What follows belongs to an exercise in optimizing a design on an open flow for small area, a short achievable clock period and few clock cycles per item; a production flow would make more cautious choices.
Function was checked by simulation only, so behaviour that the tests miss may differ from the original.
Power and IR drop assume default switching activity.

[design/flow/config.mk]
export PLATFORM = sky130hd
export DESIGN_NAME = point_in_polygon_crossing_test
export DESIGN_NICKNAME = point_in_polygon_crossing_test
export VERILOG_FILES = /design/flow/design.v
export SDC_FILE = /design/flow/constraint.sdc
export NUM_CORES = 4
export LEC_CHECK = 0
export ABC_AREA = 1
export CAP_MARGIN = 20
export CORE_MARGIN = 2
export CORE_UTILIZATION = 40
export SETUP_SLACK_MARGIN = 5
export SLEW_MARGIN = 20
[design/flow/constraint.sdc]
create_clock -name core_clock -period 10.0 [get_ports {i_clk}]
set_input_delay 2.0000 -clock core_clock [delete_from_list [all_inputs] [get_ports {i_clk}]]
set_output_delay 2.0000 -clock core_clock [all_outputs]
set_load 0.01 [all_outputs]
[design/flow/design.v]
package pip_pkg;
    localparam int COORD_BITS_DEFAULT  = 16;
    localparam int QUEUE_DEPTH_DEFAULT = 4;
    typedef enum logic {
        CFG_QUERY_X = 1'b0,
        CFG_QUERY_Y = 1'b1
    } t_cfg_idx;
    typedef struct packed {
        logic [16:0] du;
        logic [16:0] dv;
    } t_mag;
    typedef struct packed {
        logic [15:0] nu;     
        logic [3:0]  eu;     
        logic        su;     
        logic [15:0] nv;     
        logic [3:0]  ev;     
        logic        pv;     
    } t_vtx;
endpackage
module pip_front (
    input  logic [15:0]   i_x,
    input  logic [15:0]   i_y,
    input  logic [15:0]   i_qx,
    input  logic [15:0]   i_qy,
    output pip_pkg::t_mag o_mag
);
    assign o_mag.du = {i_x[15], i_x} - {i_qx[15], i_qx};
    assign o_mag.dv = {i_y[15], i_y} - {i_qy[15], i_qy};
endmodule
module pip_norm (
    input  pip_pkg::t_mag i_mag,
    output pip_pkg::t_vtx o_vtx
);
    logic [15:0] mu;
    logic [15:0] mv;
    logic [19:0] nu;
    logic [19:0] nv;
    function automatic logic [19:0] norm(input logic [15:0] m);
        logic [15:0] t;
        logic [3:0]  e;
        t = m;
        e = 4'd15;
        if (t[15:8] == '0) begin t = {t[7:0], 8'b0};  e[3] = 1'b0; end
        if (t[15:12] == '0) begin t = {t[11:0], 4'b0}; e[2] = 1'b0; end
        if (t[15:14] == '0) begin t = {t[13:0], 2'b0}; e[1] = 1'b0; end
        if (t[15] == 1'b0) begin t = {t[14:0], 1'b0}; e[0] = 1'b0; end
        norm = {t, e};
    endfunction
    assign mu       = i_mag.du[16] ? 16'(-i_mag.du) : i_mag.du[15:0];
    assign mv       = i_mag.dv[16] ? 16'(-i_mag.dv) : i_mag.dv[15:0];
    assign nu       = norm(mu);
    assign nv       = norm(mv);
    assign o_vtx.nu = nu[19:4];
    assign o_vtx.eu = nu[3:0];
    assign o_vtx.nv = nv[19:4];
    assign o_vtx.ev = nv[3:0];
    assign o_vtx.su = i_mag.du[16];
    assign o_vtx.pv = !i_mag.dv[16] && (i_mag.dv != '0);
endmodule
module pip_queue #(
    parameter int DEPTH = pip_pkg::QUEUE_DEPTH_DEFAULT
) (
    input  logic i_clk,
    input  logic i_rst_n,
    input  logic i_push,
    input  logic i_data,
    output logic o_valid,
    input  logic i_pop,
    output logic o_data
);
    localparam int PTR_BITS = $clog2(DEPTH);
    logic [DEPTH-1:0]    r_mem;
    logic [PTR_BITS-1:0] r_wr_ptr;
    logic [PTR_BITS-1:0] r_rd_ptr;
    logic [PTR_BITS:0]   r_count;
    logic                rd_en;
    assign o_valid = (r_count != '0);
    assign o_data  = r_mem[r_rd_ptr];
    assign rd_en   = i_pop && o_valid;
    always_ff @(posedge i_clk) begin
        if (!i_rst_n) begin
            r_wr_ptr <= '0;
            r_rd_ptr <= '0;
            r_count  <= '0;
        end else begin
            if (i_push) r_wr_ptr <= r_wr_ptr + 1'b1;
            if (rd_en)  r_rd_ptr <= r_rd_ptr + 1'b1;
            if (i_push && !rd_en) begin
                r_count <= r_count + 1'b1;
            end else if (rd_en && !i_push) begin
                r_count <= r_count - 1'b1;
            end
        end
    end
    always_ff @(posedge i_clk) begin
        if (i_push) r_mem[r_wr_ptr] <= i_data;
    end
endmodule
module pip_back #(
    parameter int M = 6
) (
    input  pip_pkg::t_vtx   i_p1,
    input  pip_pkg::t_vtx   i_p2,
    output logic            o_dec,       
    output logic            o_toggle,    
    output logic            o_t_gt,      
    output logic            o_t_lt,      
    output logic            o_t_eq,      
    output logic            o_e_p1,      
    output logic            o_e_m1,      
    output logic            o_inx_p,     
    output logic            o_inx_q,     
    output logic [2*M:0]    o_xs,        
    output logic [2*M:0]    o_ys         
);
    logic [15:0]       a;
    logic [15:0]       b;
    logic [15:0]       c;
    logic [15:0]       d;
    logic              pu1;
    logic              pu2;
    logic              su1;
    logic              su2;
    logic              straddle;
    logic              rise;
    logic              zp;
    logic              zq;
    logic              need;
    logic [4:0]        sp;
    logic [4:0]        sq;
    logic signed [5:0] ex;
    logic              e_gt;
    logic              e_lt;
    logic              gt;
    logic              lt;
    logic              e_p1;
    logic              e_m1;
    logic [2*M-1:0]    xp;
    logic [2*M-1:0]    yq;
    function automatic logic tog(input logic f_gt, input logic f_lt,
                                 input logic f_rise, input logic f_pu1, input logic f_su1,
                                 input logic f_pu2, input logic f_su2);
        if (f_rise) tog = f_pu1 ? (!f_su2 || f_gt) : (!f_su2 && f_lt);
        else        tog = f_pu2 ? (!f_su1 || f_lt) : (!f_su1 && f_gt);
    endfunction
    assign a   = i_p1.nu;
    assign b   = i_p2.nv;
    assign c   = i_p2.nu;
    assign d   = i_p1.nv;
    assign su1 = i_p1.su;
    assign su2 = i_p2.su;
    assign pu1 = !i_p1.su && i_p1.nu[15];
    assign pu2 = !i_p2.su && i_p2.nu[15];
    assign straddle = i_p1.pv != i_p2.pv;
    assign rise     = i_p2.pv;
    assign zp  = !a[15] || !b[15];
    assign zq  = !c[15] || !d[15];
    assign need = straddle && !zp && !zq &&
                  (rise ? (pu1 ? su2 : !su2) : (pu2 ? su1 : !su1));
    assign sp   = {1'b0, i_p1.eu} + {1'b0, i_p2.ev};
    assign sq   = {1'b0, i_p2.eu} + {1'b0, i_p1.ev};
    assign ex   = {1'b0, sp} - {1'b0, sq};
    assign e_gt = ex > 6'sd1;
    assign e_lt = ex < -6'sd1;
    always_comb begin
        if (zp || zq) begin
            gt = !zp;
            lt = !zq;
        end else begin
            gt = e_gt;
            lt = e_lt;
        end
    end
    assign o_dec    = !need || e_gt || e_lt;
    assign o_toggle = straddle && tog(gt, lt, rise, pu1, su1, pu2, su2);
    assign o_t_gt   = tog(1'b1, 1'b0, rise, pu1, su1, pu2, su2);
    assign o_t_lt   = tog(1'b0, 1'b1, rise, pu1, su1, pu2, su2);
    assign o_t_eq   = tog(1'b0, 1'b0, rise, pu1, su1, pu2, su2);
    assign e_p1     = ex == 6'sd1;
    assign e_m1     = ex == -6'sd1;
    assign o_e_p1   = e_p1;
    assign o_e_m1   = e_m1;
    assign o_inx_p  = (a[15-M:0] != '0) || (b[15-M:0] != '0);
    assign o_inx_q  = (c[15-M:0] != '0) || (d[15-M:0] != '0);
    pip_mul6 u_mul_p (.i_a(a[15:16-M]), .i_b(b[15:16-M]), .o_p(xp));
    pip_mul6 u_mul_q (.i_a(c[15:16-M]), .i_b(d[15:16-M]), .o_p(yq));
    assign o_xs = e_p1 ? {xp, 1'b0} : {1'b0, xp};
    assign o_ys = e_m1 ? {yq, 1'b0} : {1'b0, yq};
endmodule
module pip_cmp #(
    parameter int M = 6
) (
    input  logic [2*M:0]   i_xs,
    input  logic [2*M:0]   i_ys,
    input  logic           i_e_p1,
    input  logic           i_e_m1,
    input  logic           i_inx_p,
    input  logic           i_inx_q,
    output logic           o_gt,
    output logic           o_lt,
    output logic           o_eq
);
    localparam int TOL = (1 << (M + 1)) - 1;
    localparam logic signed [2*M+1:0] T1  = TOL;
    localparam logic signed [2*M+1:0] T2  = 2 * TOL;
    localparam logic signed [2*M+1:0] NT1 = -TOL;
    localparam logic signed [2*M+1:0] NT2 = -2 * TOL;
    localparam logic signed [2*M+1:0] Z   = 0;
    logic signed [2*M+1:0] dif;
    assign dif = {1'b0, i_xs} - {1'b0, i_ys};
    always_comb begin
        if (!i_inx_q)    o_gt = dif > Z;
        else if (i_e_m1) o_gt = dif > T2;
        else             o_gt = dif > T1;
        if (!i_inx_p)    o_lt = dif < Z;
        else if (i_e_p1) o_lt = dif < NT2;
        else             o_lt = dif < NT1;
    end
    assign o_eq = !i_inx_p && !i_inx_q && (dif == Z);
endmodule
module pip_exact (
    input  logic        i_clk,
    input  logic        i_rst_n,
    input  logic        i_start,      
    input  logic [15:0] i_a,
    input  logic [15:0] i_b,
    input  logic [15:0] i_c,
    input  logic [15:0] i_d,
    input  logic        i_e_p1,
    input  logic        i_e_m1,
    output logic        o_done,       
    output logic        o_gt,
    output logic        o_lt
);
    logic                 r_busy;
    logic                 r_done;
    logic [3:0]           r_cnt;
    logic                 r_bb;
    logic                 r_dd;
    logic signed [19:0]   r_acc;
    logic                 r_stk;
    logic signed [19:0]   add_a;
    logic signed [19:0]   add_c;
    logic signed [19:0]   sum;
    assign add_a = r_bb ? 20'(i_e_p1 ? {i_a, 1'b0} : {1'b0, i_a}) : '0;
    assign add_c = r_dd ? 20'(i_e_m1 ? {i_c, 1'b0} : {1'b0, i_c}) : '0;
    assign sum   = r_acc + add_a - add_c;
    always_ff @(posedge i_clk) begin
        if (!i_rst_n) begin
            r_busy <= 1'b0;
            r_done <= 1'b0;
        end else if (r_busy) begin
            if (r_cnt == 4'd15) begin
                r_busy <= 1'b0;
                r_done <= 1'b1;
            end
        end else begin
            r_busy <= i_start && !r_done;
            r_done <= 1'b0;
        end
    end
    always_ff @(posedge i_clk) begin
        if (r_busy) begin
            r_acc <= sum >>> 1;
            r_stk <= r_stk || sum[0];
            r_cnt <= r_cnt + 1'b1;
            r_bb  <= i_b[r_cnt + 1'b1];
            r_dd  <= i_d[r_cnt + 1'b1];
        end else begin
            r_acc <= '0;
            r_stk <= 1'b0;
            r_cnt <= 4'd0;
            r_bb  <= i_b[0];
            r_dd  <= i_d[0];
        end
    end
    assign o_done = r_done;
    assign o_gt   = !r_acc[19] && ((r_acc != '0) || r_stk);
    assign o_lt   = r_acc[19];
endmodule
module pip_mul6 (
    input  logic [5:0]   i_a,
    input  logic [5:0]   i_b,
    output logic [11:0] o_p
);
    logic pp_0_0;
    logic pp_0_1;
    logic pp_0_2;
    logic pp_0_3;
    logic pp_0_4;
    logic pp_0_5;
    logic pp_1_0;
    logic pp_1_1;
    logic pp_1_2;
    logic pp_1_3;
    logic pp_1_4;
    logic pp_1_5;
    logic pp_2_0;
    logic pp_2_1;
    logic pp_2_2;
    logic pp_2_3;
    logic pp_2_4;
    logic pp_2_5;
    logic pp_3_0;
    logic pp_3_1;
    logic pp_3_2;
    logic pp_3_3;
    logic pp_3_4;
    logic pp_3_5;
    logic pp_4_0;
    logic pp_4_1;
    logic pp_4_2;
    logic pp_4_3;
    logic pp_4_4;
    logic pp_4_5;
    logic pp_5_0;
    logic pp_5_1;
    logic pp_5_2;
    logic pp_5_3;
    logic pp_5_4;
    logic pp_5_5;
    logic s0;
    logic c0;
    logic s1;
    logic c1;
    logic s2;
    logic c2;
    logic s3;
    logic c3;
    logic s4;
    logic c4;
    logic s5;
    logic c5;
    logic s6;
    logic c6;
    logic s7;
    logic c7;
    logic s8;
    logic c8;
    logic s9;
    logic c9;
    logic s10;
    logic c10;
    logic s11;
    logic c11;
    logic s12;
    logic c12;
    logic s13;
    logic c13;
    logic s14;
    logic c14;
    logic s15;
    logic c15;
    logic s16;
    logic c16;
    logic s17;
    logic c17;
    logic s18;
    logic c18;
    logic s19;
    logic c19;
    logic [11:0] row0;
    logic [11:0] row1;
    assign pp_0_0 = i_a[0] & i_b[0];
    assign pp_0_1 = i_a[0] & i_b[1];
    assign pp_0_2 = i_a[0] & i_b[2];
    assign pp_0_3 = i_a[0] & i_b[3];
    assign pp_0_4 = i_a[0] & i_b[4];
    assign pp_0_5 = i_a[0] & i_b[5];
    assign pp_1_0 = i_a[1] & i_b[0];
    assign pp_1_1 = i_a[1] & i_b[1];
    assign pp_1_2 = i_a[1] & i_b[2];
    assign pp_1_3 = i_a[1] & i_b[3];
    assign pp_1_4 = i_a[1] & i_b[4];
    assign pp_1_5 = i_a[1] & i_b[5];
    assign pp_2_0 = i_a[2] & i_b[0];
    assign pp_2_1 = i_a[2] & i_b[1];
    assign pp_2_2 = i_a[2] & i_b[2];
    assign pp_2_3 = i_a[2] & i_b[3];
    assign pp_2_4 = i_a[2] & i_b[4];
    assign pp_2_5 = i_a[2] & i_b[5];
    assign pp_3_0 = i_a[3] & i_b[0];
    assign pp_3_1 = i_a[3] & i_b[1];
    assign pp_3_2 = i_a[3] & i_b[2];
    assign pp_3_3 = i_a[3] & i_b[3];
    assign pp_3_4 = i_a[3] & i_b[4];
    assign pp_3_5 = i_a[3] & i_b[5];
    assign pp_4_0 = i_a[4] & i_b[0];
    assign pp_4_1 = i_a[4] & i_b[1];
    assign pp_4_2 = i_a[4] & i_b[2];
    assign pp_4_3 = i_a[4] & i_b[3];
    assign pp_4_4 = i_a[4] & i_b[4];
    assign pp_4_5 = i_a[4] & i_b[5];
    assign pp_5_0 = i_a[5] & i_b[0];
    assign pp_5_1 = i_a[5] & i_b[1];
    assign pp_5_2 = i_a[5] & i_b[2];
    assign pp_5_3 = i_a[5] & i_b[3];
    assign pp_5_4 = i_a[5] & i_b[4];
    assign pp_5_5 = i_a[5] & i_b[5];
    assign s0 = pp_0_4 ^ pp_1_3;
    assign c0 = pp_0_4 & pp_1_3;
    assign s1 = pp_0_5 ^ pp_1_4 ^ pp_2_3;
    assign c1 = (pp_0_5 & pp_1_4) | (pp_0_5 & pp_2_3) | (pp_1_4 & pp_2_3);
    assign s2 = pp_3_2 ^ pp_4_1;
    assign c2 = pp_3_2 & pp_4_1;
    assign s3 = pp_1_5 ^ pp_2_4 ^ pp_3_3;
    assign c3 = (pp_1_5 & pp_2_4) | (pp_1_5 & pp_3_3) | (pp_2_4 & pp_3_3);
    assign s4 = pp_4_2 ^ pp_5_1;
    assign c4 = pp_4_2 & pp_5_1;
    assign s5 = pp_2_5 ^ pp_3_4 ^ pp_4_3;
    assign c5 = (pp_2_5 & pp_3_4) | (pp_2_5 & pp_4_3) | (pp_3_4 & pp_4_3);
    assign s6 = pp_0_3 ^ pp_1_2;
    assign c6 = pp_0_3 & pp_1_2;
    assign s7 = s0 ^ pp_2_2 ^ pp_3_1;
    assign c7 = (s0 & pp_2_2) | (s0 & pp_3_1) | (pp_2_2 & pp_3_1);
    assign s8 = s1 ^ s2 ^ pp_5_0;
    assign c8 = (s1 & s2) | (s1 & pp_5_0) | (s2 & pp_5_0);
    assign s9 = s3 ^ s4 ^ c1;
    assign c9 = (s3 & s4) | (s3 & c1) | (s4 & c1);
    assign s10 = s5 ^ pp_5_2 ^ c3;
    assign c10 = (s5 & pp_5_2) | (s5 & c3) | (pp_5_2 & c3);
    assign s11 = pp_3_5 ^ pp_4_4 ^ pp_5_3;
    assign c11 = (pp_3_5 & pp_4_4) | (pp_3_5 & pp_5_3) | (pp_4_4 & pp_5_3);
    assign s12 = pp_0_2 ^ pp_1_1;
    assign c12 = pp_0_2 & pp_1_1;
    assign s13 = s6 ^ pp_2_1 ^ pp_3_0;
    assign c13 = (s6 & pp_2_1) | (s6 & pp_3_0) | (pp_2_1 & pp_3_0);
    assign s14 = s7 ^ pp_4_0 ^ c6;
    assign c14 = (s7 & pp_4_0) | (s7 & c6) | (pp_4_0 & c6);
    assign s15 = s8 ^ c0 ^ c7;
    assign c15 = (s8 & c0) | (s8 & c7) | (c0 & c7);
    assign s16 = s9 ^ c2 ^ c8;
    assign c16 = (s9 & c2) | (s9 & c8) | (c2 & c8);
    assign s17 = s10 ^ c4 ^ c9;
    assign c17 = (s10 & c4) | (s10 & c9) | (c4 & c9);
    assign s18 = s11 ^ c5 ^ c10;
    assign c18 = (s11 & c5) | (s11 & c10) | (c5 & c10);
    assign s19 = pp_4_5 ^ pp_5_4 ^ c11;
    assign c19 = (pp_4_5 & pp_5_4) | (pp_4_5 & c11) | (pp_5_4 & c11);
    assign row0 = {1'b0, pp_5_5, s19, s18, s17, s16, s15, s14, s13, s12, pp_0_1, pp_0_0};
    assign row1 = {1'b0, c19, c18, c17, c16, c15, c14, c13, c12, pp_2_0, pp_1_0, 1'b0};
    assign o_p  = row0 + row1;
endmodule
module point_in_polygon_crossing_test #(
    parameter int COORD_BITS  = pip_pkg::COORD_BITS_DEFAULT,
    parameter int QUEUE_DEPTH = pip_pkg::QUEUE_DEPTH_DEFAULT
) (
    input  logic                  i_clk,
    input  logic                  i_rst_n,
    input  logic                  i_cfg_we,
    input  logic                  i_cfg_idx,
    input  logic [COORD_BITS-1:0] i_cfg_data,
    input  logic                  i_valid,
    output logic                  o_ready,
    input  logic [COORD_BITS-1:0] i_vertex_x,
    input  logic [COORD_BITS-1:0] i_vertex_y,
    input  logic                  i_last_vertex,
    output logic                  o_valid,
    input  logic                  i_ready,
    output logic                  o_inside_res
);
    localparam int OWE_BITS = $clog2(QUEUE_DEPTH + 1);
    logic [COORD_BITS-1:0] r_query_x;
    logic [COORD_BITS-1:0] r_query_y;
    logic                  hold;
    logic                  r_ready;
    logic                  accept;
    logic                  r_open;
    logic [OWE_BITS-1:0]   r_owed;
    logic [OWE_BITS-1:0]   n_owed;
    logic                  pop;
    logic                  r_skid_v;
    logic [COORD_BITS-1:0] r_skid_x;
    logic [COORD_BITS-1:0] r_skid_y;
    logic                  r_skid_first;
    logic                  r_skid_last;
    logic [COORD_BITS-1:0] f_x;
    logic [COORD_BITS-1:0] f_y;
    pip_pkg::t_mag         f_mag;
    logic                  r_in_v;
    pip_pkg::t_mag         r_in;
    logic                  r_in_first;
    logic                  r_in_last;
    pip_pkg::t_vtx         in_vtx;
    logic                  r_cur_v;
    logic                  r_cur_first;
    logic                  r_cur_last;
    pip_pkg::t_vtx         r_cur;
    pip_pkg::t_vtx         r_prev;
    logic                  r_prev_first;
    pip_pkg::t_vtx         r_first;
    logic                  r_close;
    pip_pkg::t_vtx         e_p2;
    logic                  edge_en;
    logic                  e_dec;
    logic                  e_toggle;
    logic                  e_t_gt;
    logic                  e_t_lt;
    logic                  e_t_eq;
    logic                  e_p1;
    logic                  e_m1;
    logic                  e_inx_p;
    logic                  e_inx_q;
    logic [12:0]           e_xs;
    logic [12:0]           e_ys;
    logic                  r2_v;
    logic                  r2_close;
    logic                  r2_dec;
    logic                  r2_toggle;
    logic                  r2_t_gt;
    logic                  r2_t_lt;
    logic                  r2_t_eq;
    logic                  r2_e_p1;
    logic                  r2_e_m1;
    logic                  r2_inx_p;
    logic                  r2_inx_q;
    logic [12:0]           r2_xs;
    logic [12:0]           r2_ys;
    logic [15:0]           r2_a;
    logic [15:0]           r2_d;
    logic                  c_gt;
    logic                  c_lt;
    logic                  c_eq;
    logic                  undec;
    logic                  x_done;
    logic                  x_gt;
    logic                  x_lt;
    logic                  toggle;
    logic                  r_parity;
    always_ff @(posedge i_clk) begin
        if (!i_rst_n) begin
            r_query_x <= '0;
            r_query_y <= '0;
        end else if (i_cfg_we) begin
            case (i_cfg_idx)
                pip_pkg::CFG_QUERY_X: r_query_x <= i_cfg_data;
                pip_pkg::CFG_QUERY_Y: r_query_y <= i_cfg_data;
                default: ;
            endcase
        end
    end
    assign o_ready = r_ready;
    assign accept  = i_valid && r_ready;
    assign pop     = o_valid && i_ready;
    assign n_owed  = r_owed + OWE_BITS'(accept && i_last_vertex) - OWE_BITS'(pop);
    always_ff @(posedge i_clk) begin
        if (!i_rst_n) begin
            r_ready <= 1'b1;
            r_owed  <= '0;
            r_open  <= 1'b0;
        end else begin
            r_ready <= (n_owed < OWE_BITS'(QUEUE_DEPTH)) && !hold;
            r_owed  <= n_owed;
            if (accept) r_open <= !i_last_vertex;
        end
    end
    always_ff @(posedge i_clk) begin
        if (!i_rst_n) begin
            r_skid_v <= 1'b0;
        end else if (!hold) begin
            r_skid_v <= 1'b0;
        end else if (accept) begin
            r_skid_v <= 1'b1;
        end
    end
    always_ff @(posedge i_clk) begin
        if (hold && accept) begin
            r_skid_x     <= i_vertex_x;
            r_skid_y     <= i_vertex_y;
            r_skid_first <= !r_open;
            r_skid_last  <= i_last_vertex;
        end
    end
    assign f_x = r_skid_v ? r_skid_x : i_vertex_x;
    assign f_y = r_skid_v ? r_skid_y : i_vertex_y;
    pip_front u_front (
        .i_x   (f_x),
        .i_y   (f_y),
        .i_qx  (r_query_x),
        .i_qy  (r_query_y),
        .o_mag (f_mag)
    );
    always_ff @(posedge i_clk) begin
        if (!hold) begin
            r_in       <= f_mag;
            r_in_first <= r_skid_v ? r_skid_first : !r_open;
            r_in_last  <= r_skid_v ? r_skid_last : i_last_vertex;
        end
    end
    pip_norm u_norm (
        .i_mag (r_in),
        .o_vtx (in_vtx)
    );
    always_ff @(posedge i_clk) begin
        if (!hold) begin
            r_cur       <= in_vtx;
            r_cur_first <= r_in_first;
            r_cur_last  <= r_in_last;
        end
    end
    always_ff @(posedge i_clk) begin
        if (!hold) begin
            if (r_cur_v) r_prev <= r_cur;
            if (r_prev_first) r_first <= r_prev;
        end
    end
    always_ff @(posedge i_clk) begin
        if (!i_rst_n) begin
            r_in_v       <= 1'b0;
            r_cur_v      <= 1'b0;
            r_prev_first <= 1'b0;
            r_close      <= 1'b0;
        end else if (!hold) begin
            r_in_v  <= r_skid_v || accept;
            r_cur_v <= r_in_v;
            if (r_cur_v) r_prev_first <= r_cur_first;
            r_close <= r_cur_v && r_cur_last;
        end
    end
    assign e_p2    = r_close ? r_first : r_cur;
    assign edge_en = r_close ? !r_prev_first : (r_cur_v && !r_cur_first);
    pip_back u_back (
        .i_p1     (r_prev),
        .i_p2     (e_p2),
        .o_dec    (e_dec),
        .o_toggle (e_toggle),
        .o_t_gt   (e_t_gt),
        .o_t_lt   (e_t_lt),
        .o_t_eq   (e_t_eq),
        .o_e_p1   (e_p1),
        .o_e_m1   (e_m1),
        .o_inx_p  (e_inx_p),
        .o_inx_q  (e_inx_q),
        .o_xs     (e_xs),
        .o_ys     (e_ys)
    );
    always_ff @(posedge i_clk) begin
        if (!i_rst_n) begin
            r2_v <= 1'b0;
        end else if (!hold) begin
            r2_v <= edge_en || r_close;
        end
    end
    always_ff @(posedge i_clk) begin
        if (!hold) begin
            r2_close  <= r_close;
            r2_dec    <= !edge_en || e_dec;
            r2_toggle <= edge_en && e_toggle;
            r2_t_gt   <= e_t_gt;
            r2_t_lt   <= e_t_lt;
            r2_t_eq   <= e_t_eq;
            r2_e_p1   <= e_p1;
            r2_e_m1   <= e_m1;
            r2_inx_p  <= e_inx_p;
            r2_inx_q  <= e_inx_q;
            r2_xs     <= e_xs;
            r2_ys     <= e_ys;
            r2_a      <= r_prev.nu;
            r2_d      <= r_prev.nv;
        end
    end
    pip_cmp u_cmp (
        .i_xs    (r2_xs),
        .i_ys    (r2_ys),
        .i_e_p1  (r2_e_p1),
        .i_e_m1  (r2_e_m1),
        .i_inx_p (r2_inx_p),
        .i_inx_q (r2_inx_q),
        .o_gt    (c_gt),
        .o_lt    (c_lt),
        .o_eq    (c_eq)
    );
    assign undec = r2_v && !r2_dec && !c_gt && !c_lt && !c_eq;
    assign hold = undec && !x_done;
    pip_exact u_exact (
        .i_clk   (i_clk),
        .i_rst_n (i_rst_n),
        .i_start (undec),
        .i_a     (r2_a),
        .i_b     (r2_close ? r_first.nv : r_prev.nv),
        .i_c     (r2_close ? r_first.nu : r_prev.nu),
        .i_d     (r2_d),
        .i_e_p1  (r2_e_p1),
        .i_e_m1  (r2_e_m1),
        .o_done  (x_done),
        .o_gt    (x_gt),
        .o_lt    (x_lt)
    );
    always_comb begin
        if (r2_dec)      toggle = r2_toggle;
        else if (x_done) toggle = x_gt ? r2_t_gt : (x_lt ? r2_t_lt : r2_t_eq);
        else             toggle = c_gt ? r2_t_gt : (c_lt ? r2_t_lt : r2_t_eq);
    end
    always_ff @(posedge i_clk) begin
        if (!i_rst_n) begin
            r_parity <= 1'b0;
        end else if (!hold && r2_v) begin
            r_parity <= r2_close ? 1'b0 : (r_parity ^ toggle);
        end
    end
    pip_queue #(
        .DEPTH   (QUEUE_DEPTH)
    ) u_queue (
        .i_clk   (i_clk),
        .i_rst_n (i_rst_n),
        .i_push  (!hold && r2_v && r2_close),
        .i_data  (r_parity ^ toggle),
        .o_valid (o_valid),
        .i_pop   (i_ready),
        .o_data  (o_inside_res)
    );
endmodule
[design/flow/run.sh]
#!/bin/bash
# synth_recipe.tcl (not shown) runs the flow's synth.tcl, then flattens the netlist and writes it again
# the make line also repeats each setting of config.mk as NAME=value (left out here)
make -C /OpenROAD-flow-scripts/flow DESIGN_CONFIG=/design/flow/config.mk WORK_HOME=/design/flow/orfs CLKGATE_MAP_FILE= SYNTH_SCRIPT=/design/flow/synth_recipe.tcl finish
==> impl_metrics.ini, run 1 <==
[status]
status = complete, no violations

[cells_and_area]
diodes = 0
nFillCells = 5120
multi_input_comb_area_um2 = 10100
area_growth_pct = 12.7
seqCellArea_um2 = 9690
final_nets = 2765
post-route-util_pct = 45.7
drive_gt1_share_pct = 6.43

[power]
ir_worst_vdd_uv = 135
p_leak_uw = 0.0106
powerDensity_nw_per_um2 = 290
seqPwrFrac_pct = 30.0
clockPowerShare_pct = 22.0
internal-power_uw = 4100
switchingPower_uw = 2900
switching_share_pct = 41.4
power_uw = 7000
p_comb_share_pct = 48.0

[setup_path]
critPathCaptureType = register
crit_path_max_incr_delay_ns = 0.53
arrival_ns = 4.99
path_cells = buf_12 > clkinvlp_4 > buf_4 > or2_2 > o21ai_0 > nor2_1 > fa_1 > inv_1 > fa_1 > inv_1 > fa_1 > ha_1 > a21oi_1 > o21ai_0 > nand3_1 > nand2_1 > nand2_1 > nand2_1 > a21oi_1 > o21ai_0
cp_num_buf_inv = 5
crit_fanout = 27
cp_slowest_cell = fa_1
crit_type = reg -> reg
crit_required_ns = 10.28
worstSetupStartpoint = r_close$_SDFFE_PN0N_
cp_top_family = adder cells
rr_startpoint = r_close$_SDFFE_PN0N_
critPathLaunchType = register

[floorplanning]
die_h_um = 235
die_area_um2 = 55400
num_rows = 84
initial_core_util_pct = 40.6
io_pins = 58
fp.dieW_um = 235
coreArea_um2 = 52800

[synth]
synth.area.top_cells = edfxtp_1 (38%), nand2_1 (11%), dfxtp_1 (7.4%), ha_1 (6.6%), inv_1 (6.3%)
yosysMostFrequentCell = nand2_1
yosys.area.top_type_share_pct = 37.9
syn_area_um2 = 21400
yosys_warnings = 6
synth-edff-count = 270
synth_top_area_cell = edfxtp_1
synthTopCellsByCount = nand2_1 (603), inv_1 (359), edfxtp_1 (270), nor2_1 (200), o21ai_0 (161)
postSynthCellCount = 2481
syn_avg_cell_area_um2 = 8.63
synth_cell_types = 57
synth_ff_type = edfxtp_1
synth-seq-area-share_pct = 45.3
syn_nets = 2711
ys_ff_latch = 349
synth_async_sr_flop_share_pct = 0

[global_routing]
grt_pass1_wl_mm = 78.9
grt_max_degree = 154
grt_pass1_vias = 16002
gr-usage-all-layers_pct = 17.2
grt_antenna_before_repair = 1
grt-ovfl-total = 0

[sta]
hold_viol = 0
skew_ns = 0.0195
finalMaxSlewViolations = 0
slew_headroom_pct = 33.1
max_freq_mhz = 212
setup_viol = 0
min_period_over_period_pct = 47.2
tns_ns = 0
tightest_slew_ns = 1.00
layout_min_cycle_time_ns = 4.72
rsz0062_at_grt = false

[cts]
clk_latency_ns = 0.56
postCtsHoldBufs = 0
clk_pin_slew_ns = 0.06
numClockSinks = 349
cts_buffers = 39
cts_tree = built
htree_levels = 2
ctsLongestPathBuffers = 3
root_buffer = clkbuf_16

[routing]
drt_iter0_drc = 995
routedWlPerCell_um = 14.6
postRouteAntennaNets = 0
vias = 16252
route.detailed.drc = 0
wirelength_mm = 47.7
firstDrtPassIters = 5
vias_per_cell = 4.99

[placement]
place.gp.congestion = 0.911
port_buffers = 57
hpwl_mm = 36.4

[worst_hold_path]
min_path_type = reg -> reg
hp-start = r_in_last$_DFFE_PN_

[flow_run]
maxCapViolCount = 0
logic make-up (layout without fill, tap and decap cells):
group / count (synthesis) / after routing / synth area share, %
AND/OR/NAND/NOR: 1029 / 1029 / 20.2
multiplexers: 16 / 16 / 0.807
adder cells (fa/ha/maj): 175 / 175 / 12.4
XOR/XNOR: 73 / 73 / 3.02
AO/OA/AOI/OAI: 405 / 405 / 10.4
flip-flops: 349 / 349 / 45.3
buffers and inverters: 434 / 519 / 7.87
worst reg2reg max path, stage by stage, from the launching register on:
cell and delay (ns):
dfxtp_2 0.46, buf_12 0.24, clkinvlp_4 0.16, buf_4 0.15
or2_2 0.26, o21ai_0 0.27, nor2_1 0.12, fa_1 0.51
inv_1 0.05, fa_1 0.53, inv_1 0.05, fa_1 0.47
ha_1 0.34, a21oi_1 0.14, o21ai_0 0.15, nand3_1 0.10
nand2_1 0.07, nand2_1 0.06, nand2_1 0.04, a21oi_1 0.16
o21ai_0 0.11
area by class of cell:
type / instances / area share, %
clock buffer: 49 / 4.46
inverter: 379 / 5.95
sequential: 349 / 40.2
clock inverter: 23 / 1.25
timing repair buffer: 68 / 2.81
multi-input combinational: 1698 / 41.8
tap: 688 / 3.57
flip-flops by register name, indices dropped and copies added, names as in the netlist, 2 cells and up:
| signal | cells |
|---|---|
| u_queue.r_mem | 4 |
| r_query_x | 16 |
| u_queue.r_count | 3 |
| r2_ys | 13 |
| u_queue.r_rd_ptr | 2 |
| r2_d | 16 |
| r2_xs | 13 |
| u_queue.r_wr_ptr | 2 |
| r_skid_x | 16 |
| r_cur | 42 |
| r_owed | 3 |
| r_skid_y | 16 |
| r_prev | 42 |
| r_query_y | 16 |
| r_in | 34 |
| u_exact.r_cnt | 4 |
| u_exact.r_acc | 19 |
| r2_a | 16 |
| r_first | 42 |
per-layer routing:
| layer | wire, um | track usage [%] | up-vias |
|---|---|---|---|
| li1 | - | - | 8309 |
| met1 | 21500 | 22.0 | 7563 |
| met2 | 23100 | 30.1 | 307 |
| met3 | 1940 | 2.52 | 73 |
| met4 | 1120 | 5.33 | 0 |
| met5 | 0 | 0 | - |
power groups by stage:
stage	combinational [uW]	clock, uW	sequential, uW
detailed placement	3350	0	2130
global route	3880	1630	2130
floorplan	2660	0	2060
global placement	3280	0	2130
finish	3360	1540	2100
CTS	3380	1570	2100
cells in the final DEF, fill, tap and decap left out, drive strengths merged, types with 6 or more instances in the layout:
master         synthesis  final
a21o                   6      6
a21oi                144    144
a22oi                 15     15
a31oi                  7      7
buf                   18     11
bufinv                 0      6
clkbuf                37     49
clkdlybuf4s50          0     57
clkinv                 1      9
clkinvlp               0      9
dfxtp                 79     79
edfxtp               270    270
fa                    62     62
ha                   113    113
inv                  378    378
mux2i                 16     16
nand2                617    617
nand3                129    129
nand4                 20     20
nor2                 215    215
nor3                  16     16
nor4                  13     13
o21a                   8      8
o21ai                182    182
o22ai                 19     19
or2                   11     11
xnor2                 19     19
xor2                  54     54
path summary, 6_finish.rpt:
kind | end | slack [ns] | cells past startpoint
setup / recovery | r2_ys[11]$_DFFE_PN_ | 5.28 | 20
hold / removal | r_cur_last$_DFFE_PN_ | 0.42 | 0
setup reg to reg | r2_ys[11]$_DFFE_PN_ | 5.28 | 20
hold reg to reg | r_cur_last$_DFFE_PN_ | 0.42 | 0
through the flow:
stage                     cell area (um2)  setup slack (ns)  instances  hold WS (ns)
after floorplan                     21500              3.63       2481         0.400
after global placement              22700              4.78       3179         0.406
after detailed placement            22700              4.77       3179         0.405
after CTS                           24100              5.08       3251         0.419
after global routing                24100              5.00       3254         0.428
final                               24100              5.28       3254         0.419
repair_timing:
item	4_1_cts	5_1_grt
buffers inserted	0	3
gates resized for setup	2	6
endpoints found under the setup margin	4	9
Testbench counts, summed over its fixed seeds: cycles 15,071, vertices 14,293.
==> run 2, diff against run 1 <==
--- a/design/flow/config.mk
+++ b/design/flow/config.mk
@@ -7,6 +7,5 @@
 export LEC_CHECK = 0
-export ABC_AREA = 1
 export CAP_MARGIN = 20
 export CORE_MARGIN = 2
-export CORE_UTILIZATION = 40
+export CORE_UTILIZATION = 65
 export SETUP_SLACK_MARGIN = 5
==> run 2 against run 1 <==
Net effect: via count shrank 8.2%; first-iteration DRC count fell by 22%; critical path depth fell by 5; clock power is 5% lower.
==> impl_metrics.ini, run 2 <==
[setup_path]
critPathMostFrequentCell = o21ai_0
critPathLaunchType = input port
path_cells = clkdlybuf4s50_1 > mux2i_1 > ha_1 > fa_1 > nor2b_1 > o21ai_0 > a21boi_1 > o21ai_0 > a21boi_1 > o21ai_0 > a21boi_1 > o21ai_1 > a2111oi_2 > o21ai_0 > a31oi_1
crit_path_max_incr_delay_ns = 0.49
cp_slowest_cell = clkdlybuf4s50_1
crit_fanout = 3
arrival_ns = 5.19
critPathCaptureType = register
crit_required_ns = 10.37
crit_type = in -> reg

[sta]
holdWs_ns = 0.419
max_freq_mhz = 207
tns_ns = 0
setup_viol = 0
hold_viol = 0
skew_ns = 0.0202
tightest_slew_ns = 1.04
min_period_over_period_pct = 48.2
rsz0062_at_grt = false
layout_min_cycle_time_ns = 4.82
finalMaxSlewViolations = 0
slew_headroom_pct = 30.7

[placement]
place.gp.congestion = 0.879
port_buffers = 57
hpwl_mm = 33.2

[synth]
yosys.area.top_type_share_pct = 37.4
synth-edff-count = 270
synth.area.top_cells = edfxtp_1 (37%), dfxtp_1 (7.3%), ha_1 (6.5%), fa_1 (5.7%), mux2i_1 (3.7%)
synth_async_sr_flop_share_pct = 0
synth-seq-area-share_pct = 44.7
syn_area_um2 = 21700
syn_avg_cell_area_um2 = 10.8
synth_cell_types = 92
postSynthCellCount = 2013
synth_ff_type = edfxtp_1
yosys_warnings = 6
yosysMostFrequentCell = edfxtp_1
synth_top_area_cell = edfxtp_1
syn_nets = 2243
synthTopCellsByCount = edfxtp_1 (270), inv_1 (215), nand2_1 (192), ha_1 (113), nor2_1 (111)
ys_ff_latch = 349

[floorplanning]
fp.dieW_um = 187
io_pins = 58
die_area_um2 = 34800
die_h_um = 187
coreArea_um2 = 32700
initial_core_util_pct = 66.3
num_rows = 66

[routing]
firstDrtPassIters = 6
vias_per_cell = 5.87
drt_iter0_drc = 780
vias = 14915
wirelength_mm = 46.0
route.detailed.drc = 0
routedWlPerCell_um = 18.1
postRouteAntennaNets = 0

[power]
ir_worst_vdd_uv = 218
p_leak_uw = 0.00951
powerDensity_nw_per_um2 = 280

[cts]
htree_levels = 2
clk_pin_slew_ns = 0.06
numClockSinks = 349
root_buffer = clkbuf_16
ctsLongestPathBuffers = 3
clk_latency_ns = 0.54
cts_tree = built
cts_buffers = 39

[cells_and_area]
final_nets = 2299
layout_common_cells = edfxtp_1 (270), inv_1 (214), nand2_1 (192)
layout_commonest_cell = edfxtp_1
seqCellArea_um2 = 9690
reg.largest.list = r_cur (42), r_first (42), r_prev (42)
multi_input_comb_area_um2 = 11100
area_growth_pct = 11.8
nFillCells = 2321
drive_gt1_share_pct = 10.9
diodes = 0

[global_routing]
grt_antenna_before_repair = 1
grt-ovfl-total = 0
gr-usage-all-layers_pct = 26.4
grt_pass1_wl_mm = 75.1
grt_pass1_vias = 15090
grt_max_degree = 80

[flow_run]
maxCapViolCount = 0

[status]
status = complete, no violations

[worst_hold_path]
min_path_type = reg -> reg
[run 2: changes by cell type after synthesis, sizes merged, moves of 71 or more]
cell   change
o21ai    -112
inv      -159
mux2      +71
nand3    -101
nand2    -425
nor2b     +79
nor2     -103
[run 2: per-stage QoR]
stage / util, % / std cells / worst slack, ns / instance area [um2] / total power, uW
floorplan: - / 2013 / 5.14 / 21700 / 4550
global placement: 69.1 / 2456 / 4.52 / 22600 / 5110
detailed placement: 69.1 / 2456 / 4.30 / 22600 / 5240
CTS: 73.4 / 2530 / 5.01 / 24000 / 6740
global route: 74.1 / 2541 / 4.98 / 24200 / 7300
finish: 74.1 / 2541 / 5.18 / 24200 / 6790
[run 2: routing by layer]
metal	vias to the layer above	share of wire (%)	GRT usage, %
met1	7158	42	32.7
met4	2	3.7	9.98
met2	352	50	46.7
met5	-	0.024	0
met3	103	4.4	4.25
li1	7300	-	-
[run 2: path summary, 6_finish.rpt]
| kind | startpoint | to | slack [ns] | cells after the start |
|---|---|---|---|---|
| worst max-delay path | i_vertex_x[0] | r_in[31]$_DFFE_PN_ | 5.18 | 15 |
| worst min-delay path | r_in_first$_DFFE_PN_ | r_cur_first$_DFFE_PN_ | 0.42 | 0 |
| worst max register to register | r2_xs[2]$_DFFE_PN_ | u_queue.r_count[2]$_SDFFE_PN0P_ | 5.25 | 18 |
| worst min register to register | r_in_first$_DFFE_PN_ | r_cur_first$_DFFE_PN_ | 0.42 | 0 |
[run 2: final cells by class]
type                       instances  share of cell area (%)
multi-input combinational       1380                    45.6
sequential                       349                    40.0
clock buffer                      55                    4.53
inverter                         219                    3.40
timing repair buffer              80                    3.37
tap                              442                    2.28
clock inverter                    16                   0.857
[run 2: what timing repair did]
item | 4_1_cts | 5_1_grt
hold endpoints to repair | 0 | 0
cloned | 2 | 3
pin swaps | 2 | 7
setup buffers | 1 | 8
hold buffers | 0 | 0
setup endpoints to repair | 126 | 64
gates resized for setup | 15 | 37
[run 2: cells by family after synthesis]
family                     after synthesis  share of synthesized area [%]
AOI/OAI and AO/OA                      346                           11.0
DFF                                    349                           44.7
buffers and inverters                  284                           5.18
and+or+nand+nor                        598                           13.9
xor gates and xnor gates                92                           3.72
muxes                                  169                           9.21
adders and majority gates              175                           12.2
[run 2: power breakdown]
part / internal, uW / total (uW) / switching [uW]
Clock: 875 / 1460 / 581
Combinational: 1450 / 3240 / 1790
Sequential: 1930 / 2100 / 169
[run 2: worst max-delay path, delay by kind of cell]
| kind | cells | cell delay [ns] |
|---|---|---|
| AND/OR/NAND/NOR | 1 | 0.12 |
| buffers and inverters | 1 | 0.49 |
| multiplexers | 1 | 0.08 |
| adder cells (fa/ha/maj) | 2 | 0.64 |
| AO/OA/AOI/OAI | 10 | 1.85 |
==> run 3, diff against run 2 <==
--- a/design/flow/design.v
+++ b/design/flow/design.v
@@ -237,13 +237,19 @@
     logic                 r_done;
-    logic [3:0]           r_cnt;
+    logic [4:0]           r_cnt;
     logic                 r_bb;
     logic                 r_dd;
-    logic signed [19:0]   r_acc;
+    logic signed [18:0]   r_acc;
     logic                 r_stk;
-    logic signed [19:0]   add_a;
-    logic signed [19:0]   add_c;
-    logic signed [19:0]   sum;
-    assign add_a = r_bb ? 20'(i_e_p1 ? {i_a, 1'b0} : {1'b0, i_a}) : '0;
-    assign add_c = r_dd ? 20'(i_e_m1 ? {i_c, 1'b0} : {1'b0, i_c}) : '0;
-    assign sum   = r_acc + add_a - add_c;
+    logic [4:0]           nxt;
+    logic [4:0]           ib;
+    logic [4:0]           id;
+    logic [31:0]          bx;
+    logic [31:0]          dx;
+    logic signed [18:0]   sum;
+    assign nxt = r_busy ? r_cnt + 1'b1 : 5'd0;
+    assign ib  = nxt - 5'(i_e_p1);
+    assign id  = nxt - 5'(i_e_m1);
+    assign bx  = {16'b0, i_b};
+    assign dx  = {16'b0, i_d};
+    assign sum = r_acc + (r_bb ? 19'(i_a) : '0) - (r_dd ? 19'(i_c) : '0);
     always_ff @(posedge i_clk) begin
@@ -253,3 +259,3 @@
         end else if (r_busy) begin
-            if (r_cnt == 4'd15) begin
+            if (r_cnt == 5'd16) begin
                 r_busy <= 1'b0;
@@ -263,2 +269,4 @@
     always_ff @(posedge i_clk) begin
+        r_bb <= bx[ib];
+        r_dd <= dx[id];
         if (r_busy) begin
@@ -266,5 +274,3 @@
             r_stk <= r_stk || sum[0];
-            r_cnt <= r_cnt + 1'b1;
-            r_bb  <= i_b[r_cnt + 1'b1];
-            r_dd  <= i_d[r_cnt + 1'b1];
+            r_cnt <= nxt;
         end else begin
@@ -272,5 +278,3 @@
             r_stk <= 1'b0;
-            r_cnt <= 4'd0;
-            r_bb  <= i_b[0];
-            r_dd  <= i_d[0];
+            r_cnt <= 5'd0;
         end
@@ -278,4 +282,4 @@
     assign o_done = r_done;
-    assign o_gt   = !r_acc[19] && ((r_acc != '0) || r_stk);
-    assign o_lt   = r_acc[19];
+    assign o_gt   = !r_acc[18] && ((r_acc != '0) || r_stk);
+    assign o_lt   = r_acc[18];
 endmodule
--- a/design/flow/config.mk
+++ b/design/flow/config.mk
@@ -7,6 +7,7 @@
 export LEC_CHECK = 0
-export CAP_MARGIN = 20
+export ABC_AREA = 1
+export CAP_MARGIN = 10
 export CORE_MARGIN = 2
-export CORE_UTILIZATION = 65
+export CORE_UTILIZATION = 40
 export SETUP_SLACK_MARGIN = 5
-export SLEW_MARGIN = 20
+export SLEW_MARGIN = 10
==> run 3 against run 2 <==
Net effect: still clean on timing, DRC and antenna; hold slack barely moved; core utilization shrank 29 points; fmax is 3.7% higher; sequential share of layout area up 0.31 points; first-iteration DRC count increased by 29%; cell count rose by 28%; clock skew shrank 0.010 ns; synthesized cell count is 23% higher; register-to-register slack improved by 0.099 ns; wire length grew 5.6%; setup slack better by 0.17 ns; non-clock buffer count is 10 lower; critical endpoint is now r2_ys[11]$_DFFE_PN_; largest cell class unchanged; largest power group unchanged; highest routed layer unchanged.
==> impl_metrics.ini, run 3 <==
[sta]
rsz0062_at_grt = false
tightest_slew_ns = 0.998
min_period_over_period_pct = 46.5
setup_slack_ns = 5.35
tns_ns = 0
skew_ns = 0.0103
finalMaxSlewViolations = 0
max_freq_mhz = 215
setup_viol = 0
hold_viol = 0
slew_headroom_pct = 32.9
layout_min_cycle_time_ns = 4.65
holdWs_ns = 0.419

[floorplanning]
io_pins = 58
initial_core_util_pct = 40.7
die_area_um2 = 55500
coreArea_um2 = 52800
num_rows = 84
fp.dieW_um = 236
die_h_um = 236

[synth]
yosysMostFrequentCell = nand2_1
synth_cell_types = 62
yosys_warnings = 6
synth_async_sr_flop_share_pct = 0
postSynthCellCount = 2482
syn_area_um2 = 21500
syn_nets = 2716
synth_ff_type = edfxtp_1
synthTopCellsByCount = nand2_1 (556), inv_1 (390), edfxtp_1 (270), nor2_1 (210), a21oi_1 (163)
synth_top_family_by_area = simple AND/OR/NAND/NOR gates
synth-seq-area-share_pct = 45.2
synthAdderAreaFrac_pct = 12.6
synth-xor-area-share_pct = 3.10
synth.area.top_cells = edfxtp_1 (38%), nand2_1 (9.7%), dfxtp_1 (7.4%), ha_1 (6.9%), inv_1 (6.8%)
syn_avg_cell_area_um2 = 8.64
synth-edff-count = 270
ys_ff_latch = 349
synth_compound_area_share_pct = 10.2
yosys.area.top_type_share_pct = 37.8
synth_mux_area_share_pct = 0.700
synth-simple-area-share_pct = 19.9
synth_top_area_cell = edfxtp_1

[setup_path]
crit_required_ns = 10.31
critPathLaunchType = register
crit_type = reg -> reg
critPathCaptureType = register
crit_fanout = 35
arrival_ns = 4.96
cp_num_buf_inv = 4
path_cells = buf_6 > inv_1 > or2_2 > o21ai_0 > nor2_1 > fa_1 > inv_1 > fa_1 > inv_1 > fa_1 > ha_1 > a21o_1 > a21oi_1 > nor2_1 > o21ai_0 > nand2_1 > xor2_1 > nand2_1 > o21ai_0
cp_slowest_cell = fa_1
crit_path_max_incr_delay_ns = 0.52
cp_top_family = adder cells

[global_routing]
grt_pass1_wl_mm = 79.2
grt-ovfl-total = 0
grt_max_degree = 77
grt_antenna_before_repair = 1
grt_pass1_vias = 16276
gr-usage-all-layers_pct = 17.4

[placement]
hpwl_mm = 37.0
place_ws_ns = 4.80
place.gp.congestion = 0.881
port_buffers = 57

[flow_run]
maxCapViolCount = 0

[cts]
clk_latency_ns = 0.56
cts_buffers = 41
clk_pin_slew_ns = 0.06
htree_levels = 2
root_buffer = clkbuf_16
numClockSinks = 349
cts_tree = built
ctsLongestPathBuffers = 3
postCtsHoldBufs = 0

[power]
ir_worst_vdd_uv = 152
p_leak_uw = 0.0107
powerDensity_nw_per_um2 = 298

[cells_and_area]
area_growth_pct = 12.1
final_nets = 2775
drive_gt1_share_pct = 5.83
layout_commonest_cell = nand2_1
diodes = 0
reg.largest.list = r_cur (42), r_first (42), r_prev (42)
layout_common_cells = nand2_1 (554), inv_1 (384), edfxtp_1 (270)

[routing]
wirelength_mm = 48.6
firstDrtPassIters = 5
routedWlPerCell_um = 14.9
drt_iter0_drc = 1003
postRouteAntennaNets = 0
vias = 16297
route.detailed.drc = 0
vias_per_cell = 5.00

[worst_hold_path]
min_path_type = reg -> reg

[status]
status = complete, no violations
==> run 3: cell type report <==
type | count | area [um2]
timing repair buffer | 70 | 672
clock buffer | 48 | 1050
tap | 688 | 861
fill | 5101 | 28700
sequential | 349 | 9690
clock inverter | 27 | 190
inverter | 403 | 1530
multi-input combinational | 1676 | 10100
==> run 3: worst paths after layout <==
path                      endpoint            startpoint  cells past startpoint  slack (ns)
max            r2_ys[11]$_DFFE_PN_  r_close$_SDFFE_PN0N_                     19        5.35
min          r_cur_first$_DFFE_PN_  r_in_first$_DFFE_PN_                      0        0.42
max reg2reg    r2_ys[11]$_DFFE_PN_  r_close$_SDFFE_PN0N_                     19        5.35
min reg2reg  r_cur_first$_DFFE_PN_  r_in_first$_DFFE_PN_                      0        0.42
==> run 3: routing by layer <==
layer / GRT usage (%) / part of all wire [%] / up-vias
met5: 0 / 0.027 / -
met4: 7.74 / 4.1 / 2
met3: 3.13 / 4.9 / 119
met2: 30.4 / 47 / 364
met1: 20.9 / 44 / 7530
li1: - / - / 8282
==> run 3: logic make-up after synthesis <==
logic type	count (synthesis)
muxes	15
and+or+nand+nor	1006
AOI/OAI and AO/OA	398
xor gates and xnor gates	76
adders and majority gates	179
DFF	349
buffers and inverters	459
==> run 3: worst reg2reg max path, cell delays in order (launching register included) <==
cell     delay, ns
dfxtp_1       0.32
buf_6         0.29
inv_1         0.24
or2_2         0.32
o21ai_0       0.26
nor2_1        0.12
fa_1          0.50
inv_1         0.05
fa_1          0.52
inv_1         0.05
fa_1          0.47
ha_1          0.33
a21o_1        0.19
a21oi_1       0.20
nor2_1        0.06
o21ai_0       0.14
nand2_1       0.08
xor2_1        0.15
nand2_1       0.05
o21ai_0       0.06
==> run 3: timing repair <==
item	in CTS	in global routing
setup buffers	0	3
endpoints found under the setup margin	1	46
hold endpoints to repair	0	0
gates resized for setup	2	6
cloned	0	2
pin swaps	0	2
==> run 3: per-stage QoR <==
step                      instance area, um2  total power [uW]  utilization (%)  std cells
after floorplan                        21500              4970                -       2482
after global placement                 22700              5690             43.1       3181
after detailed placement               22700              5770             43.1       3181
final                                  24100              7180             45.6       3261
after global routing                   24100              7890             45.6       3261
after CTS                              24000              7200             45.5       3256
==> run 3: report_power, final <==
| group | switching, uW | internal, uW |
|---|---|---|
| logic | 2320 | 1330 |
| registers | 164 | 1960 |
| clock network | 591 | 805 |
| total | 3080 | 4100 |
Testbench counts of run 3, summed over its fixed seeds: cycles 15,097, vertices 14,293.
==> run 4, diff against run 3 <==
--- a/design/flow/config.mk
+++ b/design/flow/config.mk
@@ -8,3 +8,3 @@
 export ABC_AREA = 1
-export CAP_MARGIN = 10
+export CAP_MARGIN = 20
 export CORE_MARGIN = 2
@@ -12,2 +12,2 @@
 export SETUP_SLACK_MARGIN = 5
-export SLEW_MARGIN = 10
+export SLEW_MARGIN = 20
==> run 4 against run 3 <==
Net effect: still clean; global-route usage unchanged; via count unchanged; combinational power about the same; sequential share of layout area unchanged; area after synthesis unchanged; critical endpoint unchanged; highest routed layer unchanged.
==> impl_metrics.ini, run 4 <==
[status]
status = complete, no violations

[synth]
synth_cell_types = 62
postSynthCellCount = 2482
ys_ff_latch = 349
synth_async_sr_flop_share_pct = 0
synth_top_family_by_area = simple AND/OR/NAND/NOR gates
yosysMostFrequentCell = nand2_1
yosys_warnings = 6
syn_avg_cell_area_um2 = 8.64
synth-edff-count = 270
synth_mux_area_share_pct = 0.700
synth.area.top_cells = edfxtp_1 (38%), nand2_1 (9.7%), dfxtp_1 (7.4%), ha_1 (6.9%), inv_1 (6.8%)
synth_ff_type = edfxtp_1
synth-seq-area-share_pct = 45.2
synth_compound_area_share_pct = 10.2
synth_top_area_cell = edfxtp_1
synthTopCellsByCount = nand2_1 (556), inv_1 (390), edfxtp_1 (270), nor2_1 (210), a21oi_1 (163)
syn_nets = 2716
synth-simple-area-share_pct = 19.9
syn_area_um2 = 21500
yosys.area.top_type_share_pct = 37.8
synth-xor-area-share_pct = 3.10
synthAdderAreaFrac_pct = 12.6

[cts]
ctsLongestPathBuffers = 3
postCtsHoldBufs = 0
root_buffer = clkbuf_16
cts_tree = built
cts_buffers = 41
numClockSinks = 349
clk_latency_ns = 0.56
htree_levels = 2
clk_pin_slew_ns = 0.06

[setup_path]
critPathLaunchType = register
critPathCaptureType = register
cp_slowest_cell = fa_1
crit_type = reg -> reg
crit_path_max_incr_delay_ns = 0.52
path_cells = buf_6 > inv_1 > or2_2 > o21ai_0 > nor2_1 > fa_1 > inv_1 > fa_1 > inv_1 > fa_1 > ha_1 > a21o_1 > a21oi_1 > nor2_1 > o21ai_0 > nand2_1 > xor2_1 > nand2_1 > o21ai_0
crit_fanout = 35
crit_required_ns = 10.31
arrival_ns = 4.96

[cells_and_area]
diodes = 0
seqCellArea_um2 = 9690
area_growth_pct = 12.1
final_nets = 2775
design_area_um2 = 24100
layout_commonest_cell = nand2_1
reg.largest.list = r_cur (42), r_first (42), r_prev (42)
nFillCells = 5101
drive_gt1_share_pct = 5.83
layout_common_cells = nand2_1 (554), inv_1 (384), edfxtp_1 (270)
multi_input_comb_area_um2 = 10100

[placement]
place.gp.congestion = 0.881
placedInstanceArea_um2 = 22700
hpwl_mm = 37.0
port_buffers = 57

[global_routing]
grt_pass1_wl_mm = 79.2
grt_pass1_vias = 16276
gr-usage-all-layers_pct = 17.4
grt-ovfl-total = 0
grt_antenna_before_repair = 1
grt_max_degree = 77

[sta]
setup_viol = 0
hold_viol = 0
tightest_slew_ns = 0.998
finalMaxSlewViolations = 0
slew_headroom_pct = 32.9
rsz0062_at_grt = false
skew_ns = 0.0103
max_freq_mhz = 215
min_period_over_period_pct = 46.5
layout_min_cycle_time_ns = 4.65
tns_ns = 0

[routing]
route.detailed.drc = 0
wirelength_mm = 48.6
routedWlPerCell_um = 14.9
firstDrtPassIters = 5
vias_per_cell = 5.00
postRouteAntennaNets = 0
drt_iter0_drc = 1003
vias = 16297

[floorplanning]
die_h_um = 236
fp.dieW_um = 236
io_pins = 58
initial_core_util_pct = 40.7
num_rows = 84
die_area_um2 = 55500
coreArea_um2 = 52800

[flow_run]
maxCapViolCount = 0

[power]
p_leak_uw = 0.0107
ir_worst_vdd_uv = 152
powerDensity_nw_per_um2 = 298

[worst_hold_path]
min_path_type = reg -> reg
run 4: cell counts after synthesis:
No cell type changed its count.
run 4: timing repair:
item | in CTS | in global routing
endpoints found under the hold margin | 0 | 0
endpoints found under the setup margin | 1 | 46
pin swaps | 0 | 2
setup buffers | 0 | 3
cloned | 0 | 2
resized for setup | 2 | 6
run 4: cell families after synthesis:
kind of cell | count (synthesis)
AND/OR/NAND/NOR | 1006
XOR/XNOR | 76
buffers and inverters | 459
adder cells (fa/ha/maj) | 179
flip-flops | 349
AO/OA/AOI/OAI | 398
multiplexers | 15
run 4: routing by layer:
metal / vias to the layer above / wire (um) / global-route usage, %
met2: 364 / 23000 / 30.4
li1: 8282 / - / -
met1: 7530 / 21300 / 20.9
met5: - / 13 / 0
met3: 119 / 2390 / 3.13
met4: 2 / 2000 / 7.74
run 4: path summary, 6_finish.rpt:
path	startpoint	to	slack, ns	depth (start not counted)
setup / recovery	r_close$_SDFFE_PN0N_	r2_ys[11]$_DFFE_PN_	5.35	19
hold / removal	r_in_first$_DFFE_PN_	r_cur_first$_DFFE_PN_	0.42	0
setup reg to reg	r_close$_SDFFE_PN0N_	r2_ys[11]$_DFFE_PN_	5.35	19
hold reg to reg	r_in_first$_DFFE_PN_	r_cur_first$_DFFE_PN_	0.42	0
run 4: cell type report:
class	count	area share (%)
timing repair buffer	70	2.79
multi-input combinational	1676	41.8
sequential	349	40.3
clock buffer	48	4.37
clock inverter	27	0.791
tap	688	3.58
inverter	403	6.34
run 4: per-stage QoR:
step	hold slack [ns]	util, %	std cells	setup slack, ns	total power [uW]
finish	0.419	45.6	3261	5.35	7180
global route	0.421	45.6	3261	5.01	7890
CTS	0.422	45.5	3256	5.05	7200
detailed placement	0.408	43.1	3181	4.80	5770
global placement	0.405	43.1	3181	4.88	5690
floorplan	0.400	-	2482	4.13	4970
run 4: critical path: cells and delay by family, from the launching register on:
kind / cells / cell delay, ns
compound gates: 5 / 0.85
flops: 1 / 0.32
xor+xnor: 1 / 0.15
buf+inv: 4 / 0.63
simple gates: 5 / 0.63
fa+ha+maj: 4 / 1.82
run 4: power breakdown:
| group | total (uW) | internal (uW) | leakage [uW] | switching, uW |
|---|---|---|---|---|
| clock network | 1400 | 805 | 0.000602 | 591 |
| logic | 3660 | 1330 | 0.00679 | 2320 |
| registers | 2130 | 1960 | 0.00331 | 164 |
==> run 5, diff against run 4 <==
--- a/design/flow/config.mk
+++ b/design/flow/config.mk
@@ -11,2 +11,3 @@
 export CORE_UTILIZATION = 40
+export CTS_BUF_LIST = sky130_fd_sc_hd__clkbuf_4 sky130_fd_sc_hd__clkbuf_8
 export SETUP_SLACK_MARGIN = 5
==> run 5 against run 4 <==
Net effect: first-iteration DRC count is 3.4% lower; area after synthesis stayed put; sequential share of layout area is 0.14 points lower; combinational power hardly changed; synthesized cell count stayed put; wire length is 0.22% lower; via count is 0.30% higher; hold slack worse by 0.0087 ns; core utilization is 0.16 points higher; cell area is 0.36% higher; clock skew is 0.020 ns higher; register-to-register slack better by 0.03 ns; critical path type unchanged; largest power group unchanged.
==> impl_metrics.ini, run 5 <==
[status]
status = complete, no violations

[setup_path]
arrival_ns = 5.04
crit_fanout = 35
cp_top_family = adder cells
path_cells = buf_6 > inv_1 > or2_2 > o21ai_1 > nor2_1 > fa_1 > inv_1 > fa_1 > inv_1 > fa_1 > ha_1 > a21o_1 > a21oi_1 > nor2_1 > o21ai_0 > nand2_1 > xor2_1 > nand2_1 > o21ai_0
crit_required_ns = 10.41
cp_num_buf_inv = 4
critPathLaunchType = register
cp_slowest_cell = fa_1
critPathCaptureType = register
crit_type = reg -> reg
crit_path_max_incr_delay_ns = 0.52

[routing]
drt_iter0_drc = 969
vias = 16346
vias_per_cell = 4.96
postRouteAntennaNets = 0
firstDrtPassIters = 5
routedWlPerCell_um = 14.7
route.detailed.drc = 0
wirelength_mm = 48.5

[floorplanning]
die_h_um = 236
io_pins = 58
fp.dieW_um = 236
initial_core_util_pct = 40.7
coreArea_um2 = 52800
die_area_um2 = 55500
num_rows = 84

[synth]
yosysMostFrequentCell = nand2_1
synth-edff-count = 270
syn_avg_cell_area_um2 = 8.64
synth_top_area_cell = edfxtp_1
postSynthCellCount = 2482
synth-seq-area-share_pct = 45.2
yosys.area.top_type_share_pct = 37.8
yosys_warnings = 6
syn_nets = 2716
synth.area.top_cells = edfxtp_1 (38%), nand2_1 (9.7%), dfxtp_1 (7.4%), ha_1 (6.9%), inv_1 (6.8%)
synth_cell_types = 62
syn_area_um2 = 21500
ys_ff_latch = 349
synthTopCellsByCount = nand2_1 (556), inv_1 (390), edfxtp_1 (270), nor2_1 (210), a21oi_1 (163)
synth_async_sr_flop_share_pct = 0
synth_ff_type = edfxtp_1

[cells_and_area]
area_growth_pct = 12.5
layout_common_cells = nand2_1 (554), inv_1 (384), edfxtp_1 (270)
layout_commonest_cell = nand2_1
post-route-util_pct = 45.8
final_nets = 2793
reg.largest.list = r_cur (42), r_first (42), r_prev (42)
diodes = 0
design_area_um2 = 24100
drive_gt1_share_pct = 7.67

[sta]
max_freq_mhz = 216
tightest_slew_ns = 0.990
tns_ns = 0
setup_viol = 0
rsz0062_at_grt = false
hold_viol = 0
skew_ns = 0.0298
slew_headroom_pct = 33.9
min_period_over_period_pct = 46.2
finalMaxSlewViolations = 0
setup_slack_ns = 5.38
layout_min_cycle_time_ns = 4.62

[cts]
cts_buffers = 60
postCtsHoldBufs = 0
clk_pin_slew_ns = 0.06
clk_latency_ns = 0.68
cts_tree = built
ctsLongestPathBuffers = 3
htree_levels = 2
numClockSinks = 349
root_buffer = clkbuf_8

[power]
switchingPower_uw = 3070
p_leak_uw = 0.0108
powerDensity_nw_per_um2 = 298
power_uw = 7190
p_comb_share_pct = 50.5
clockPowerShare_pct = 19.9
internal-power_uw = 4120
switching_share_pct = 42.7
ir_worst_vdd_uv = 137
seqPwrFrac_pct = 29.6

[placement]
place.gp.congestion = 0.881
port_buffers = 57
place_ws_ns = 4.80
hpwl_mm = 37.0
placedInstanceArea_um2 = 22700

[global_routing]
grt_antenna_before_repair = 1
gr-usage-all-layers_pct = 17.6
grt_pass1_vias = 16463
grt-ovfl-total = 0
grt_max_degree = 77
grt_pass1_wl_mm = 80.0

[flow_run]
maxCapViolCount = 0

[worst_hold_path]
min_path_type = reg -> reg
-- run 5: final timing paths --
| check | startpoint | to | slack [ns] | cells past startpoint |
|---|---|---|---|---|
| max | r_close$_SDFFE_PN0N_ | r2_ys[11]$_DFFE_PN_ | 5.38 | 19 |
| min | r_in_first$_DFFE_PN_ | r_cur_first$_DFFE_PN_ | 0.41 | 0 |
| max reg2reg | r_close$_SDFFE_PN0N_ | r2_ys[11]$_DFFE_PN_ | 5.38 | 19 |
| min reg2reg | r_in_first$_DFFE_PN_ | r_cur_first$_DFFE_PN_ | 0.41 | 0 |
-- run 5: cell type report --
class / count / area (um2)
multi-input cells: 1675 / 10100
fillers: 5100 / 28600
repair buffers: 70 / 672
inverters: 403 / 1530
well taps: 688 / 861
clock inverters: 24 / 268
clock buffers: 88 / 1070
flip-flops and latches: 349 / 9690
-- run 5: layer usage --
layer  share of wire, %  routed length, um  up-vias  track usage [%]
met5              0.027                 13        -                0
met4                4.4               2160        2             8.11
met3                4.7               2300      121             3.41
met2                 47              23000      349             30.7
met1                 43              21000     7554             20.9
li1                   -                  -     8320                -
-- run 5: cells by family after synthesis --
group	count (synthesis)	share of synthesized area, %
and+or+nand+nor	1006	19.9
AOI/OAI and AO/OA	398	10.2
xor gates and xnor gates	76	3.10
DFF	349	45.2
buffers and inverters	459	8.32
muxes	15	0.700
adders and majority gates	179	12.6
-- run 5: metrics by stage --
step	hold slack, ns	cells
after floorplan	0.400	2482
after global placement	0.405	3181
after detailed placement	0.408	3181
after CTS	0.416	3293
after global routing	0.415	3297
final	0.410	3297
-- run 5: timing repair --
action | CTS | global route
pin swaps | 0 | 2
cloned | 0 | 1
endpoints found under the setup margin | 1 | 49
buffers inserted | 0 | 3
gates resized for setup | 2 | 7
-- run 5: power groups by stage --
stage	combinational, uW	clock (uW)	sequential [uW]
final	3630	1430	2130
after global routing	4230	1540	2150
after CTS	3640	1480	2130
after detailed placement	3620	0	2160
after global placement	3540	0	2150
after floorplan	2900	0	2070

-- separate check: timing with driven ports --
Ports are ideal in the flow. The routed layouts listed here were re-timed in OpenROAD. Step 1, drivers: a clkbuf_16 drives i_clk and a buf_2 each remaining input, both assumed. Step 2 adds t to the input delays and takes it off the output delays; t is the mean of the earliest and latest rising clock arrival at the registers after step 1. Input paths then give back, and output paths get back, about the clock's delay inside the block. Three values: ideal ports, drivers, drivers and shift; two values: the first two.
run	shift t [ns]	slack for setup (ns)	slew at the worst register clock pin (ns)	worst slew at a driven data input, ns
run 1	0.606	5.283 / 5.283 / 4.755	0.07 / 0.07	0.07
run 2	0.579	5.175 / 5.204 / 4.624	0.06 / 0.06	0.07
run 3	0.612	5.349 / 5.349 / 4.785	0.06 / 0.06	0.06
run 4	0.612	5.349 / 5.349 / 4.785	0.06 / 0.06	0.06
run 5	0.710	5.375 / 5.375 / 4.791	0.07 / 0.07	0.07
After both steps setup and hold are still met in every run listed. The setup slack of run 5, which loses most, moves by 0.000 ns with the drivers and by -0.584 ns with both steps.
